What follows belongs to an exercise in optimizing a design on an open flow for small area; a production flow would make more cautious choices.
Function was checked by simulation only, so behaviour that the tests miss may differ from the original.
Power is estimated from default activity; no workload was simulated.

==> design.v <==
module multi_tone_generator #(
    parameter int CLK_HZ   = 125000000,
    parameter int CHANNELS = 4,
    parameter int NUM_W    = 40,
    parameter int CNT_W    = 32,
    parameter int MAX_FREQ = 999999,
    localparam int CH_W    = (CHANNELS > 1) ? $clog2(CHANNELS) : 1
) (
    input  logic                clk,
    input  logic                rst,
    input  logic                cfg_valid,
    output logic                cfg_ready,
    input  logic [CH_W-1:0]     cfg_chan,
    input  logic [31:0]         cfg_freq,
    input  logic [7:0]          cfg_duty,
    output logic                cfg_err,
    input  logic [CHANNELS-1:0] chan_en,
    output logic [CHANNELS-1:0] wave_out,
    output logic [CHANNELS-1:0] period_strb
);
    localparam int BC_W = $clog2(NUM_W + 1);
    localparam logic [63:0]      NUMER64 = 64'(CLK_HZ) * 64'd100;
    localparam logic [NUM_W-1:0] NUMER   = NUMER64[NUM_W-1:0];
    localparam logic [BC_W-1:0]  BC_INIT = (NUM_W - 1);
    localparam logic [BC_W-1:0]  BC_ONE  = 1;
    localparam logic [CNT_W-1:0] CNT_ONE = 1;
    localparam logic [1:0] S_IDLE   = 2'd0;
    localparam logic [1:0] S_DIV    = 2'd1;
    localparam logic [1:0] S_MUL    = 2'd2;
    localparam logic [1:0] S_COMMIT = 2'd3;
    function automatic logic [CNT_W-1:0] scale_duty(input logic [CNT_W-1:0] per,
                                                    input logic [7:0] duty);
        logic [CNT_W+7:0] prod;
        prod = {8'b0, per} * {{CNT_W{1'b0}}, duty};
        scale_duty = prod[CNT_W+7:8];
    endfunction
    logic [1:0]       state;
    logic [CH_W-1:0]  chan_r;
    logic [31:0]      freq_r;
    logic [7:0]       duty_r;
    logic [NUM_W-1:0] num_r;
    logic [31:0]      rem_r;
    logic [BC_W-1:0]  bit_cnt;
    logic [CNT_W-1:0] period_r;
    logic [CNT_W-1:0] high_r;
    logic             bad_req;
    logic             commit;
    logic [32:0]      shifted;
    logic             ge;
    logic [31:0]      diff;
    assign cfg_ready = (state == S_IDLE);
    assign commit    = (state == S_COMMIT);
    assign bad_req   = (cfg_freq > 32'(MAX_FREQ)) || (32'(cfg_chan) >= 32'(CHANNELS));
    assign shifted = {rem_r, num_r[NUM_W-1]};
    assign ge      = (shifted >= {1'b0, freq_r});
    assign diff    = 32'(shifted - {1'b0, freq_r});
    always_ff @(posedge clk) begin
        if (rst) begin
            state   <= S_IDLE;
            cfg_err <= 1'b0;
        end else begin
            cfg_err <= 1'b0;
            case (state)
                S_IDLE: if (cfg_valid) begin
                    if (bad_req)              cfg_err <= 1'b1;
                    else if (cfg_freq == '0)  state   <= S_COMMIT;
                    else                      state   <= S_DIV;
                end
                S_DIV:   if (bit_cnt == '0) state <= S_MUL;
                S_MUL:   state <= S_COMMIT;
                default: state <= S_IDLE;
            endcase
        end
    end
    always_ff @(posedge clk) begin
        case (state)
            S_IDLE: if (cfg_valid) begin
                chan_r   <= cfg_chan;
                freq_r   <= cfg_freq;
                duty_r   <= cfg_duty;
                num_r    <= NUMER;
                rem_r    <= '0;
                bit_cnt  <= BC_INIT;
                period_r <= '0;
                high_r   <= '0;
            end
            S_DIV: begin
                rem_r   <= ge ? diff : shifted[31:0];
                num_r   <= {num_r[NUM_W-2:0], ge};
                bit_cnt <= bit_cnt - BC_ONE;
            end
            S_MUL: begin
                period_r <= num_r[CNT_W-1:0];
                high_r   <= scale_duty(num_r[CNT_W-1:0], duty_r);
            end
            default: ;
        endcase
    end
    for (genvar i = 0; i < CHANNELS; i++) begin : g_chan
        logic [CNT_W-1:0] act_per, act_high, pend_per, pend_high, cnt;
        logic             pend_vld;
        logic             run, wrap, load, commit_here;
        assign run         = chan_en[i] && (act_per != '0);
        assign wrap        = run && (cnt == act_per - CNT_ONE);
        assign load        = pend_vld && (wrap || !run);
        assign commit_here = commit && (32'(chan_r) == i);
        always_ff @(posedge clk) begin
            if (rst) begin
                act_per   <= '0;
                act_high  <= '0;
                pend_per  <= '0;
                pend_high <= '0;
                pend_vld  <= 1'b0;
                cnt       <= '0;
            end else begin
                if (load) begin
                    act_per  <= pend_per;
                    act_high <= pend_high;
                end
                if (commit_here) begin
                    pend_per  <= period_r;
                    pend_high <= high_r;
                    pend_vld  <= 1'b1;
                end else if (load) begin
                    pend_vld <= 1'b0;
                end
                if (!run || wrap) cnt <= '0;
                else              cnt <= cnt + CNT_ONE;
            end
        end
        assign wave_out[i]    = run && (cnt < act_high);
        assign period_strb[i] = run && (cnt == '0);
    end
endmodule
==> run.sh <==
#!/bin/bash
# synth_recipe.tcl (not shown) runs the flow's synth.tcl, then flattens the netlist and writes it again
# the make line also repeats each setting of config.mk as NAME=value (left out here)
make -C /OpenROAD-flow-scripts/flow DESIGN_CONFIG=/design/flow/config.mk WORK_HOME=/design/flow/orfs CLKGATE_MAP_FILE= SYNTH_SCRIPT=/design/flow/synth_recipe.tcl finish
==> config.mk <==
export PLATFORM = sky130hd
export DESIGN_NAME = multi_tone_generator
export DESIGN_NICKNAME = multi_tone_generator
export VERILOG_FILES = /design/flow/design.v
export SDC_FILE = /design/flow/constraint.sdc
export NUM_CORES = 4
export LEC_CHECK = 0
export CAP_MARGIN = 20
export CORE_MARGIN = 2
export CORE_UTILIZATION = 40
export SLEW_MARGIN = 20
==> constraint.sdc <==
create_clock -name core_clock -period 8.0 [get_ports {clk}]
set_input_delay 1.6000 -clock core_clock [delete_from_list [all_inputs] [get_ports {clk}]]
set_output_delay 1.6000 -clock core_clock [all_outputs]
set_load 0.01 [all_outputs]
==> results.yml <==
worst_hold_path:
  hold_end: "g_chan[3].act_per[10]$_SDFFE_PP0P_"
  whs_path_depth: 2
  min_path_type: "flop to flop"
  min_from: "g_chan[3].pend_per[10]$_SDFFE_PP0P_"
synth:
  syn_nets: 6578
  ys.warnings.count: 1
  syn_area_per_cell_um2: 8.487
  ys_seq_area_share_pct: 35.62
  synth_edf_count: 184
  syn_inst: 6113
  ys_seq_elements: 831
  syn-cell-area_mm2: 0.05188
  synth_cell_type_count: 88
  ys.flop_type: "dfxtp_1"
  synth-async-reset-ratio_pct: 0
clock_tree:
  cts_tree: "done"
  cts_sinks: 831
  worstSkewPairLatency_ns: 0.71
  cts_buffers: 95
  cts_resized: 0
  htree_levels: 3
  cts_hold_buf: 0
  post-cts-setup-buffers: 0
  cts_buffer_depth: 3
  path_clk_slew_ns: 0.07
  cts_root_buffer: "clkbuf_16"
sta:
  hold_viol: 0
  fin_skew_ns: 0.05631
  fin_crit_sh_pct: 78.48
  layout_setup_ws_ns: 1.721
  setup_viol: 0
  finalMaxSlewViolations: 0
  fin_crit_ns: 6.279
  setup-tns-final_ns: 0
  rsz0062_at_grt: "no"
  tightest_slew_ns: 1.106
  holdWs_ns: 0.4451
  fmax_ghz: 0.1593
  max-slew-margin-rel_pct: 26.27
cells_and_area:
  syn2layout_area_growth_pct: 9.756
  fin_nets: 6394
  fin_cells: 7754
  drive_gt1_share_pct: 5.523
  nFillCells: 12850
grt:
  grt_pass1_wl_mm: 225.8
  track_usage_pct: 21.40
  grt-ovfl-total: 0
  grt_max_degree: 216
  grt_pass1_vias: 39460
  antenna_found_initial: 6
critical_path:
  critPathKind: "flop to flop"
  critPathSlowestCell: "edfxtp_1"
  crit_required_ns: 8.51
  reg2reg_from: "duty_r[5]$_DFFE_PP_"
  ff2ff_path_depth: 17
  crit_chain: "and2_1 -> fa_1 -> fa_1 -> fa_1 -> inv_1 -> fa_1 -> inv_1 -> ha_1 -> a21o_1 -> a21o_1 -> a221oi_1 -> o21a_1 -> a21oi_1 -> nand2b_1 -> a21o_1 -> a2111o_1 -> a31oi_1"
  cp-end-kind: "flop"
  critPathMaxFanout: 32
  slowest_delay_ns: 1.06
  worstSetupStartpointType: "flop"
  cp_data_arrival_time_ns: 6.79
  reg2reg_slack_ns: 1.72
  r2r_end: "high_r[31]$_SDFFCE_PN0P_"
  cpMostUsedCell: "fa_1"
power:
  irDropWorstVdd_v: 0.0002224
  p_leak_nw: 21.95
  powerDensity_mw_per_mm2: 202.2
place:
  portBuffers: 58
  dp_slack_ns: 1.743
  place_inst: 7570
  gp_congestion: 0.9001
  dp_hpwl_mm: 97.71
die:
  rows: 132
  start_util_pct: 40.17
  io_pins: 59
  chipWidth_um: 364.1
  dieArea_mm2: 0.1326
  coreArea_mm2: 0.1292
  die_y_um: 364.1
route:
  remaining_drc_errors: 0
  vias: 41630
  vias_per_cell: 5.368
  first_iter_violations: 3207
  wl_per_cell_um: 18.52
  drtAntennaViolNets: 0
  routed_wl_mm: 143.6
  dr.pass1.iters: 5
run_status:
  outcome: "no timing/DRC/antenna violations"
job:
  drv_cap: 0
-- where the power goes --
part / total (mW) / internal [mW] / leakage [nW] / switching, mW
clock network: 4.71 / 2.77 / 1.68 / 1.94
logic: 2.39 / 1.01 / 13.2 / 1.39
registers: 4.41 / 4.32 / 7.02 / 0.0937
-- synthesized netlist by cell type (7+ instances only) --
master    count  area share (%)
and3_1       40            0.48
o31ai_1      12            0.17
and4_1       14            0.24
buf_6        16            0.35
a21oi_1     466             4.5
o21a_1       14            0.20
a211oi_1     18            0.26
o311ai_1     26            0.44
nor2_1      426             3.1
o311ai_0     12            0.20
nand2b_1    166             2.0
or3_1        30            0.36
clkbuf_1    315             2.3
xnor2_1     175             3.0
nor4_1       85             1.0
a41oi_1       7            0.12
fa_1        180             6.9
a31oi_1      29            0.35
nor2b_1      19            0.23
nand3_1     194             1.9
a221oi_1      7            0.12
or4b_2       61             1.2
o21ai_0      76            0.73
nor3_1      191             1.8
ha_1        236             5.7
nor4b_1      16            0.27
o211ai_1     15            0.22
buf_1        14            0.10
nand4_1      74            0.89
or2_2        16            0.19
o22ai_1       7           0.084
nor3b_1      64            0.93
a21o_1       93             1.3
edfxtp_1    184              11
or4_1        49            0.71
xor2_1      159             2.7
mux2i_1     195             3.8
dfxtp_1     647              25
nand3b_1     13            0.19
buf_2        25            0.24
inv_1       388             2.8
nand2_1     955             6.9
and2_1      263             3.2
-- logic make-up after synthesis --
family                   synth area share (%)
AO/OA/AOI/OAI                           10.06
XOR/XNOR                                5.639
adder cells (fa/ha/maj)                 12.64
buffers and inverters                   6.008
flip-flops                              35.62
multiplexers                            3.762
AND/OR/NAND/NOR                         26.28
-- routing by layer --
layer  routed length (µm)  track usage, %
met5                   37               0
met2                64100           33.66
met1                66120           29.48
met4                 5569           7.973
met3                 7810           3.501
-- layout make-up --
| class | count | area, µm² | area share, % |
|---|---|---|---|
| Timing Repair Buffer | 100 | 983.4 | 1.727 |
| Multi-Input combinational cell | 4513 | 30400 | 53.39 |
| Sequential cell | 831 | 18490 | 32.46 |
| Antenna cell | 1 | 2.502 | 0.004395 |
| Clock inverter | 54 | 703.2 | 1.235 |
| Clock buffer | 125 | 2729 | 4.792 |
| Inverter | 388 | 1456 | 2.558 |
| Tap cell | 1742 | 2180 | 3.828 |
-- critical path, delay by kind of cell, from the launching register on --
| family | cells | cell delay (ns) |
|---|---|---|
| adder cells (fa/ha/maj) | 5 | 2.44 |
| AND/OR/NAND/NOR | 2 | 0.47 |
| AO/OA/AOI/OAI | 8 | 2.04 |
| flip-flops | 1 | 1.06 |
| buffers and inverters | 2 | 0.10 |
-- state kept, by name (all words and copies together) (netlist names), 8 cells and up --
name,count
g_chan.pend_high,128
g_chan.act_high,128
g_chan.act_per,128
high_r,32
g_chan.cnt,128
rem_r,32
g_chan.pend_per,128
duty_r,8
num_r,40
period_r,32
freq_r,32
-- stage by stage --
stage | util, % | instance area (µm²) | total power [mW]
CTS | 44.02 | 56850 | 11.60
finish | 44.09 | 56940 | 11.51
global placement | 41.34 | 53390 | 6.850
global route | 44.09 | 56940 | 12.07
floorplan | - | 51880 | 6.313
detailed placement | 41.36 | 53420 | 6.865
-- worst max path at each step --
stage / start / end / slack [ns] / depth (start not counted)
2_1_floorplan: state[0]$_SDFFE_PP0P_ / bit_cnt[0]$_SDFFCE_PN1P_ / 1.13 / 3
3_3_place_gp: duty_r[5]$_DFFE_PP_ / high_r[31]$_SDFFCE_PN0P_ / 1.84 / 17
3_5_place_dp: duty_r[7]$_DFFE_PP_ / high_r[31]$_SDFFCE_PN0P_ / 1.74 / 17
4_1_cts: duty_r[7]$_DFFE_PP_ / high_r[31]$_SDFFCE_PN0P_ / 1.73 / 17
5_1_grt: duty_r[5]$_DFFE_PP_ / high_r[31]$_SDFFCE_PN0P_ / 1.39 / 17
6_report: duty_r[5]$_DFFE_PP_ / high_r[31]$_SDFFCE_PN0P_ / 1.72 / 17
-- layout by cell type, fill, tap and decap left out, types with 15 or more instances in the layout --
master / count
clkbuf_16: 99
nor2_1: 424
inv_1: 387
nand2b_1: 166
a21oi_1: 466
and3_1: 39
nor4b_1: 16
nand4_1: 74
or3_1: 30
clkbuf_8: 15
or4_1: 49
nor3_1: 191
nor2b_1: 19
or4b_2: 61
and2_1: 263
a211oi_1: 18
a31oi_1: 29
clkinv_2: 22
o211ai_1: 15
mux2i_1: 195
fa_1: 180
or2_2: 16
o311ai_1: 26
o21ai_0: 73
edfxtp_1: 184
nand2_1: 955
xor2_1: 159
nand3_1: 193
buf_4: 34
nor3b_1: 63
clkdlybuf4s50_1: 57
xnor2_1: 175
ha_1: 236
nor4_1: 84
dfxtp_1: 645
a21o_1: 93

## what the ideal ports hide
The results above use ideal ports. As a check the final layout listed here was re-extracted and re-timed, cells and wires unchanged.
Step 1, drivers: a clkbuf_16 drives clk and a buf_2 each remaining input, both assumed.
Step 2, shift: input delay + t, output delay - t, t = (earliest + latest rising clock arrival at the registers) / 2. This alone moves slack from input paths to output paths.
a / b / c = ideal / step 1 / step 2; a / b = the first two.
shift t [ns]: 0.759
slack for setup (ns): 1.721 / 1.721 / 1.721
worst setup path at the end: register to register
worst register clock-pin slew, ns: 0.07 / 0.07
After both steps this run still meets setup and hold. The setup slack of this run moves by 0.000 ns with the drivers and by 0.000 ns with both steps.
